Background: an optimization exercise with open tools, aiming at small area. Do not read the settings as production practice.
Function was checked by simulation only, so behaviour that the tests miss may differ from the original.
No activity file was given, so power comes from the tool's default toggle rates.

==> inputs of raven <==
==> flow/design.v <==
module wb_regfile_aoi222 (
  input  logic a0, b0, a1, b1, a2, b2,
  output logic y
);
  assign y = ~((a0 & b0) | (a1 & b1) | (a2 & b2));
endmodule
module wb_regfile_aoi22 (
  input  logic a0, b0, a1, b1,
  output logic y
);
  assign y = ~((a0 & b0) | (a1 & b1));
endmodule
module wb_regfile_nand4 (
  input  logic a, b, c, d,
  output logic y
);
  assign y = ~(a & b & c & d);
endmodule
module wb_regfile_nand3 (
  input  logic a, b, c,
  output logic y
);
  assign y = ~(a & b & c);
endmodule
module wb_regfile_or3 (
  input  logic a, b, c,
  output logic y
);
  assign y = a | b | c;
endmodule
module wb_regfile_hold (
  input  logic we, d, hold, q,
  output logic y
);
  assign y = (we & d) | (hold & q);
endmodule
module wb_regfile_rdbit (
  input  logic [31:0] sel,
  input  logic [31:0] src,
  output logic        y
);
  logic [10:0] g;
  logic [2:0]  h;
  for (genvar k = 0; k < 10; k++) begin : g_aoi
    wb_regfile_aoi222 u (
      .a0(sel[3*k]),   .b0(src[3*k]),
      .a1(sel[3*k+1]), .b1(src[3*k+1]),
      .a2(sel[3*k+2]), .b2(src[3*k+2]),
      .y(g[k])
    );
  end
  wb_regfile_aoi22 u_last (
    .a0(sel[30]), .b0(src[30]), .a1(sel[31]), .b1(src[31]), .y(g[10])
  );
  wb_regfile_nand4 u_n0 (.a(g[0]), .b(g[1]), .c(g[2]),  .d(g[3]), .y(h[0]));
  wb_regfile_nand4 u_n1 (.a(g[4]), .b(g[5]), .c(g[6]),  .d(g[7]), .y(h[1]));
  wb_regfile_nand3 u_n2 (.a(g[8]), .b(g[9]), .c(g[10]), .y(h[2]));
  wb_regfile_or3   u_o  (.a(h[0]), .b(h[1]), .c(h[2]), .y(y));
endmodule
module wb_regfile #(
  parameter int XLEN  = 32,
  parameter int CNT_W = 32
) (
  input  logic             clk,
  input  logic             rst_n,
  input  logic [XLEN-1:0]  loadData_in,
  input  logic [XLEN-1:0]  sum_out_in,
  input  logic [XLEN-1:0]  result_in,
  input  logic [1:0]       controlRF_in,
  input  logic             we_in,
  input  logic [4:0]       rd_in,
  input  logic [4:0]       rs1,
  input  logic [4:0]       rs2,
  input  logic             cnt_clr,
  output logic [XLEN-1:0]  rd1,
  output logic [XLEN-1:0]  rd2,
  output logic [XLEN-1:0]  wb_data,
  output logic             wb_valid,
  output logic [CNT_W-1:0] commit_cnt
);
  logic [31:1][XLEN-1:0] regs;
  logic [31:1]           valid_q;
  logic [CNT_W-1:0]      cnt_q;
  always_comb begin
    wb_data = result_in;
    case (controlRF_in)
      2'b01:   wb_data = loadData_in;
      2'b10:   wb_data = sum_out_in;
      default: wb_data = result_in;
    endcase
  end
  assign wb_valid = we_in && (rd_in != 5'd0);
  logic [31:1] wen, hold;
  always_comb begin
    for (int i = 1; i < 32; i++) begin
      wen[i]  = wb_valid && (rd_in == 5'(i));
      hold[i] = !wen[i];
    end
  end
  always_ff @(posedge clk or negedge rst_n) begin
    if (!rst_n) begin
      valid_q <= '0;
    end else begin
      valid_q <= valid_q | wen;
    end
  end
  logic [31:1][XLEN-1:0] regs_d;
  for (genvar i = 1; i < 32; i++) begin : g_row
    for (genvar j = 0; j < XLEN; j++) begin : g_bit
      wb_regfile_hold u_hold (
        .we(wen[i]), .d(wb_data[j]), .hold(hold[i]), .q(regs[i][j]),
        .y(regs_d[i][j])
      );
    end
  end
  always_ff @(posedge clk) begin
    regs <= regs_d;
  end
  logic byp1, byp2;
  logic [31:0] sel1, sel2;
  assign byp1 = wb_valid && (rs1 == rd_in);
  assign byp2 = wb_valid && (rs2 == rd_in);
  always_comb begin
    for (int i = 1; i < 32; i++) begin
      sel1[i-1] = (rs1 == 5'(i)) && valid_q[i] && !byp1;
      sel2[i-1] = (rs2 == 5'(i)) && valid_q[i] && !byp2;
    end
    sel1[31] = byp1;
    sel2[31] = byp2;
  end
  for (genvar j = 0; j < XLEN; j++) begin : g_rd
    logic [31:0] src;
    for (genvar i = 1; i < 32; i++) begin : g_src
      assign src[i-1] = regs[i][j];
    end
    assign src[31] = wb_data[j];
    wb_regfile_rdbit u_rd1 (.sel(sel1), .src(src), .y(rd1[j]));
    wb_regfile_rdbit u_rd2 (.sel(sel2), .src(src), .y(rd2[j]));
  end
  always_ff @(posedge clk or negedge rst_n) begin
    if (!rst_n) begin
      cnt_q <= '0;
    end else if (cnt_clr) begin
      cnt_q <= '0;
    end else if (wb_valid) begin
      cnt_q <= cnt_q + 1'b1;
    end
  end
  assign commit_cnt = cnt_q;
endmodule
==> flow/run.sh <==
#!/bin/bash
# synth_recipe.tcl (not shown) runs the flow's synth.tcl, then flattens the netlist and writes it again
# the make line also repeats each setting of config.mk as NAME=value (left out here)
make -C /OpenROAD-flow-scripts/flow DESIGN_CONFIG=/design/flow/config.mk WORK_HOME=/design/flow/orfs CLKGATE_MAP_FILE= SYNTH_SCRIPT=/design/flow/synth_recipe.tcl finish
==> flow/config.mk <==
export PLATFORM = sky130hd
export DESIGN_NAME = wb_regfile
export DESIGN_NICKNAME = wb_regfile
export VERILOG_FILES = /design/flow/design.v
export SDC_FILE = /design/flow/constraint.sdc
export NUM_CORES = 4
export LEC_CHECK = 0
export CAP_MARGIN = 20
export CORE_MARGIN = 2
export CORE_UTILIZATION = 40
export SLEW_MARGIN = 20
export SYNTH_HIERARCHICAL = 1
export SYNTH_MINIMUM_KEEP_SIZE = 0
==> flow/constraint.sdc <==
create_clock -name core_clock -period 7.0 [get_ports {clk}]
set_input_delay 1.4000 -clock core_clock [delete_from_list [all_inputs] [get_ports {clk}]]
set_output_delay 1.4000 -clock core_clock [all_outputs]
set_load 0.01 [all_outputs]
==> ember (differences from raven) <==
==> flow/design.v, changed modules only <==
module wb_regfile_nand2 (
  input  logic a, b,
  output logic y
);
  assign y = ~(a & b);
endmodule
module wb_regfile_rdbit (
  input  logic [31:0] sel,
  input  logic [31:0] src,
  output logic        y
);
  logic [11:0] g;
  logic [2:0]  h;
  for (genvar k = 0; k < 10; k++) begin : g_aoi
    wb_regfile_aoi222 u (
      .a0(sel[3*k]),   .b0(src[3*k]),
      .a1(sel[3*k+1]), .b1(src[3*k+1]),
      .a2(sel[3*k+2]), .b2(src[3*k+2]),
      .y(g[k])
    );
  end
  wb_regfile_nand2 u_l30 (.a(sel[30]), .b(src[30]), .y(g[10]));
  wb_regfile_nand2 u_l31 (.a(sel[31]), .b(src[31]), .y(g[11]));
  wb_regfile_nand4 u_n0 (.a(g[0]), .b(g[1]), .c(g[2]),  .d(g[3]),  .y(h[0]));
  wb_regfile_nand4 u_n1 (.a(g[4]), .b(g[5]), .c(g[6]),  .d(g[7]),  .y(h[1]));
  wb_regfile_nand4 u_n2 (.a(g[8]), .b(g[9]), .c(g[10]), .d(g[11]), .y(h[2]));
  wb_regfile_or3   u_o  (.a(h[0]), .b(h[1]), .c(h[2]), .y(y));
endmodule
module wb_regfile #(
  parameter int XLEN  = 32,
  parameter int CNT_W = 32
) (
  input  logic             clk,
  input  logic             rst_n,
  input  logic [XLEN-1:0]  loadData_in,
  input  logic [XLEN-1:0]  sum_out_in,
  input  logic [XLEN-1:0]  result_in,
  input  logic [1:0]       controlRF_in,
  input  logic             we_in,
  input  logic [4:0]       rd_in,
  input  logic [4:0]       rs1,
  input  logic [4:0]       rs2,
  input  logic             cnt_clr,
  output logic [XLEN-1:0]  rd1,
  output logic [XLEN-1:0]  rd2,
  output logic [XLEN-1:0]  wb_data,
  output logic             wb_valid,
  output logic [CNT_W-1:0] commit_cnt
);
  logic [31:1][XLEN-1:0] regs;
  logic [31:1]           valid_q;
  logic [CNT_W-1:0]      cnt_q;
  always_comb begin
    wb_data = result_in;
    case (controlRF_in)
      2'b01:   wb_data = loadData_in;
      2'b10:   wb_data = sum_out_in;
      default: wb_data = result_in;
    endcase
  end
  assign wb_valid = we_in && (rd_in != 5'd0);
  logic [31:1] wen, hold;
  always_comb begin
    for (int i = 1; i < 32; i++) begin
      wen[i]  = wb_valid && (rd_in == 5'(i));
      hold[i] = !wen[i];
    end
  end
  always_ff @(posedge clk or negedge rst_n) begin
    if (!rst_n) begin
      valid_q <= '0;
    end else begin
      valid_q <= valid_q | wen;
    end
  end
  logic [31:1][XLEN-1:0] regs_d;
  for (genvar i = 1; i < 32; i++) begin : g_row
    for (genvar j = 0; j < XLEN; j++) begin : g_bit
      wb_regfile_hold u_hold (
        .we(wen[i]), .d(wb_data[j]), .hold(hold[i]), .q(regs[i][j]),
        .y(regs_d[i][j])
      );
    end
  end
  always_ff @(posedge clk) begin
    regs <= regs_d;
  end
  logic [31:1] rmask;
  assign rmask = valid_q & hold;
  logic byp1, byp2;
  logic [31:0] sel1, sel2;
  assign byp1 = wb_valid && (rs1 == rd_in);
  assign byp2 = wb_valid && (rs2 == rd_in);
  always_comb begin
    for (int i = 1; i < 32; i++) begin
      sel1[i-1] = (rs1 == 5'(i)) && rmask[i];
      sel2[i-1] = (rs2 == 5'(i)) && rmask[i];
    end
    sel1[31] = byp1;
    sel2[31] = byp2;
  end
  for (genvar j = 0; j < XLEN; j++) begin : g_rd
    logic [31:0] src;
    for (genvar i = 1; i < 32; i++) begin : g_src
      assign src[i-1] = regs[i][j];
    end
    assign src[31] = wb_data[j];
    wb_regfile_rdbit u_rd1 (.sel(sel1), .src(src), .y(rd1[j]));
    wb_regfile_rdbit u_rd2 (.sel(sel2), .src(src), .y(rd2[j]));
  end
  always_ff @(posedge clk or negedge rst_n) begin
    if (!rst_n) begin
      cnt_q <= '0;
    end else if (cnt_clr) begin
      cnt_q <= '0;
    end else if (wb_valid) begin
      cnt_q <= cnt_q + 1'b1;
    end
  end
  assign commit_cnt = cnt_q;
endmodule
// module wb_regfile_aoi22 removed
// module wb_regfile_nand3 removed
==> flow/flow/run.sh (new file) <==
#!/bin/bash
# Layout flow: the standard ORFS flow (standard.sh) with its synthesis
# unchanged, and these changes to how the layout is made:
# - port buffers use the smallest buffer cell (every port still gets one);
# - clock tree: no dummy loads, clkbuf_4 buffers, sink clusters of at most
#   8 flip-flops within 50 um.
# The make output goes to standard_flow.log; each ORFS step keeps its own
# log under orfs/logs.
set -euo pipefail
export BUFFER_PORTS_ARGS="-buffer_cell sky130_fd_sc_hd__buf_1"
export CTS_ARGS="-sink_clustering_enable -repair_clock_nets -dont_use_dummy_load -buf_list sky130_fd_sc_hd__clkbuf_4 -sink_clustering_size 8 -sink_clustering_max_diameter 50"
bash standard.sh finish > standard_flow.log 2>&1
==> flow/standard.sh (new file) <==
#!/bin/bash
# synth_recipe.tcl (not shown) runs the flow's synth.tcl, then flattens the netlist and writes it again
# the make line also repeats each setting of config.mk as NAME=value (left out here)
make -C /OpenROAD-flow-scripts/flow DESIGN_CONFIG=/design/flow/config.mk WORK_HOME=/design/flow/orfs CLKGATE_MAP_FILE= SYNTH_SCRIPT=/design/flow/synth_recipe.tcl "${@:-finish}"
--- a/flow/config.mk
+++ b/flow/config.mk
@@ -8,5 +8,6 @@
 export CAP_MARGIN = 20
 export CORE_MARGIN = 2
-export CORE_UTILIZATION = 40
+export CORE_UTILIZATION = 62
+export SETUP_SLACK_MARGIN = 0.2
 export SLEW_MARGIN = 20
 export SYNTH_HIERARCHICAL = 1
removed: flow/run.sh
==> yarrow (differences from raven) <==
--- a/flow/design.v
+++ b/flow/design.v
@@ -117,4 +117,6 @@
     regs <= regs_d;
   end
+  logic [31:1] rmask;
+  assign rmask = valid_q & hold;
   logic byp1, byp2;
   logic [31:0] sel1, sel2;
@@ -123,6 +125,6 @@
   always_comb begin
     for (int i = 1; i < 32; i++) begin
-      sel1[i-1] = (rs1 == 5'(i)) && valid_q[i] && !byp1;
-      sel2[i-1] = (rs2 == 5'(i)) && valid_q[i] && !byp2;
+      sel1[i-1] = (rs1 == 5'(i)) && rmask[i];
+      sel2[i-1] = (rs2 == 5'(i)) && rmask[i];
     end
     sel1[31] = byp1;
--- a/flow/config.mk
+++ b/flow/config.mk
@@ -9,4 +9,5 @@
 export CORE_MARGIN = 2
 export CORE_UTILIZATION = 40
+export SETUP_SLACK_MARGIN = 0.15
 export SLEW_MARGIN = 20
 export SYNTH_HIERARCHICAL = 1
==> cedar (differences from raven) <==
==> flow/design.v, changed modules only <==
module wb_regfile #(
  parameter int XLEN  = 32,
  parameter int CNT_W = 32
) (
  input  logic             clk,
  input  logic             rst_n,
  input  logic [XLEN-1:0]  loadData_in,
  input  logic [XLEN-1:0]  sum_out_in,
  input  logic [XLEN-1:0]  result_in,
  input  logic [1:0]       controlRF_in,
  input  logic             we_in,
  input  logic [4:0]       rd_in,
  input  logic [4:0]       rs1,
  input  logic [4:0]       rs2,
  input  logic             cnt_clr,
  output logic [XLEN-1:0]  rd1,
  output logic [XLEN-1:0]  rd2,
  output logic [XLEN-1:0]  wb_data,
  output logic             wb_valid,
  output logic [CNT_W-1:0] commit_cnt
);
  logic [XLEN-1:0]  regs [32];
  logic [CNT_W-1:0] cnt_q;
  always_comb begin
    wb_data = result_in;
    case (controlRF_in)
      2'b01:   wb_data = loadData_in;
      2'b10:   wb_data = sum_out_in;
      default: wb_data = result_in;
    endcase
  end
  assign wb_valid = we_in && (rd_in != 5'd0);
  always_ff @(posedge clk or negedge rst_n) begin
    if (!rst_n) begin
      for (int i = 0; i < 32; i++) begin
        regs[i] <= '0;
      end
    end else if (wb_valid) begin
      regs[rd_in] <= wb_data;
    end
  end
  always_comb begin
    rd1 = regs[rs1];
    if (rs1 == 5'd0) begin
      rd1 = '0;
    end else if (wb_valid && (rs1 == rd_in)) begin
      rd1 = wb_data;
    end
  end
  always_comb begin
    rd2 = regs[rs2];
    if (rs2 == 5'd0) begin
      rd2 = '0;
    end else if (wb_valid && (rs2 == rd_in)) begin
      rd2 = wb_data;
    end
  end
  always_ff @(posedge clk or negedge rst_n) begin
    if (!rst_n) begin
      cnt_q <= '0;
    end else if (cnt_clr) begin
      cnt_q <= '0;
    end else if (wb_valid) begin
      cnt_q <= cnt_q + 1'b1;
    end
  end
  assign commit_cnt = cnt_q;
endmodule
// module wb_regfile_aoi222 removed
// module wb_regfile_aoi22 removed
// module wb_regfile_nand4 removed
// module wb_regfile_nand3 removed
// module wb_regfile_or3 removed
// module wb_regfile_hold removed
// module wb_regfile_rdbit removed
--- a/flow/config.mk
+++ b/flow/config.mk
@@ -10,4 +10,2 @@
 export CORE_UTILIZATION = 40
 export SLEW_MARGIN = 20
-export SYNTH_HIERARCHICAL = 1
-export SYNTH_MINIMUM_KEEP_SIZE = 0
==> summary.txt <==
cedar completed with no timing, DRC or antenna violations. ember ran to the end with no violations. raven completed and failed the layout checks on negative setup slack. yarrow completed with no timing, DRC or antenna violations.
Worst setup slack: raven < cedar < yarrow < ember.
Between raven and ember, the lower fmax is in raven (gap 5.8%, measured against ember).
In yarrow the clock skew is higher than in ember, by 0.00089 ns.
Sequential share of layout area, lowest first: raven, yarrow, cedar, ember.
Against ember, the via count of cedar is higher by 24%.
==> figures <==
| item | yarrow | cedar | ember | raven |
|---|---|---|---|---|
| Run status | finished clean | finished clean | finished clean | finished with violations |
| Violated checks | - | - | - | negative setup slack |
| Total clock buffers created by CTS | 108 | 113 | 150 | 111 |
| Met1 wire length | 79300 µm | 109000 µm | 63800 µm | 78000 µm |
| Most used cell, CP | clkdlybuf4s50_1 | - | buf_1 | - |
| Die Ht | 328 µm | 363 µm | 263 µm | 330 µm |
| Number of register bits inferred by synthesis | 1055 | 1024 | 1055 | 1055 |
| Leakage Power | 20.5 nW | 27.7 nW | 18.3 nW | 21.9 nW |
| Unique cell type count in the Yosys netlist | 43 | 72 | 42 | 42 |
| # fillers | 9254 | 12200 | 5051 | 9078 |
| Syn-to-layout area delta | 24.9% | 19.4% | 11.8% | 31.2% |
| Number of buffer and inverter instances along the worst setup path | 3 | 3 | 3 | 5 |

-- afterwards: timing with drivers on the ports --
Ports are ideal in the flow. The routed layouts listed here were re-timed in OpenROAD. Step 1 (the two cells are an assumption about what drives the block):
set clk [get_ports {clk}]
set_driving_cell -lib_cell sky130_fd_sc_hd__clkbuf_16 $clk
set_driving_cell -lib_cell sky130_fd_sc_hd__buf_2 [delete_from_list [all_inputs] $clk]
Step 2 moves the port delays by t, midway between the first and last clock arrival at a register: inputs arrive t later, outputs are due t later. That takes back most of the time a late clock gives input paths. a / b / c = ideal ports / drivers / drivers and shift; a / b = the first two.
| run | t, ns | setup WS [ns] | hold slack, ns | cell pins on the clock port's net |
|---|---|---|---|---|
| raven | 0.788 | -0.015 / -0.037 / -0.037 | 0.495 / 0.495 / 0.495 | 1 |
| ember | 1.143 | 0.394 / 0.288 / 0.288 | 0.473 / 0.472 / 0.473 | 1 |
| yarrow | 0.790 | 0.216 / 0.185 / 0.185 | 0.466 / 0.466 / 0.466 | 1 |
| cedar | 0.859 | 0.042 / -0.120 / -0.120 | 0.494 / 0.494 / 0.494 | 1 |
Met with ideal ports but missed after step 2: setup timing in cedar. For cedar, which loses most, drivers alone change the setup slack by -0.162 ns; drivers and shift together by -0.162 ns.
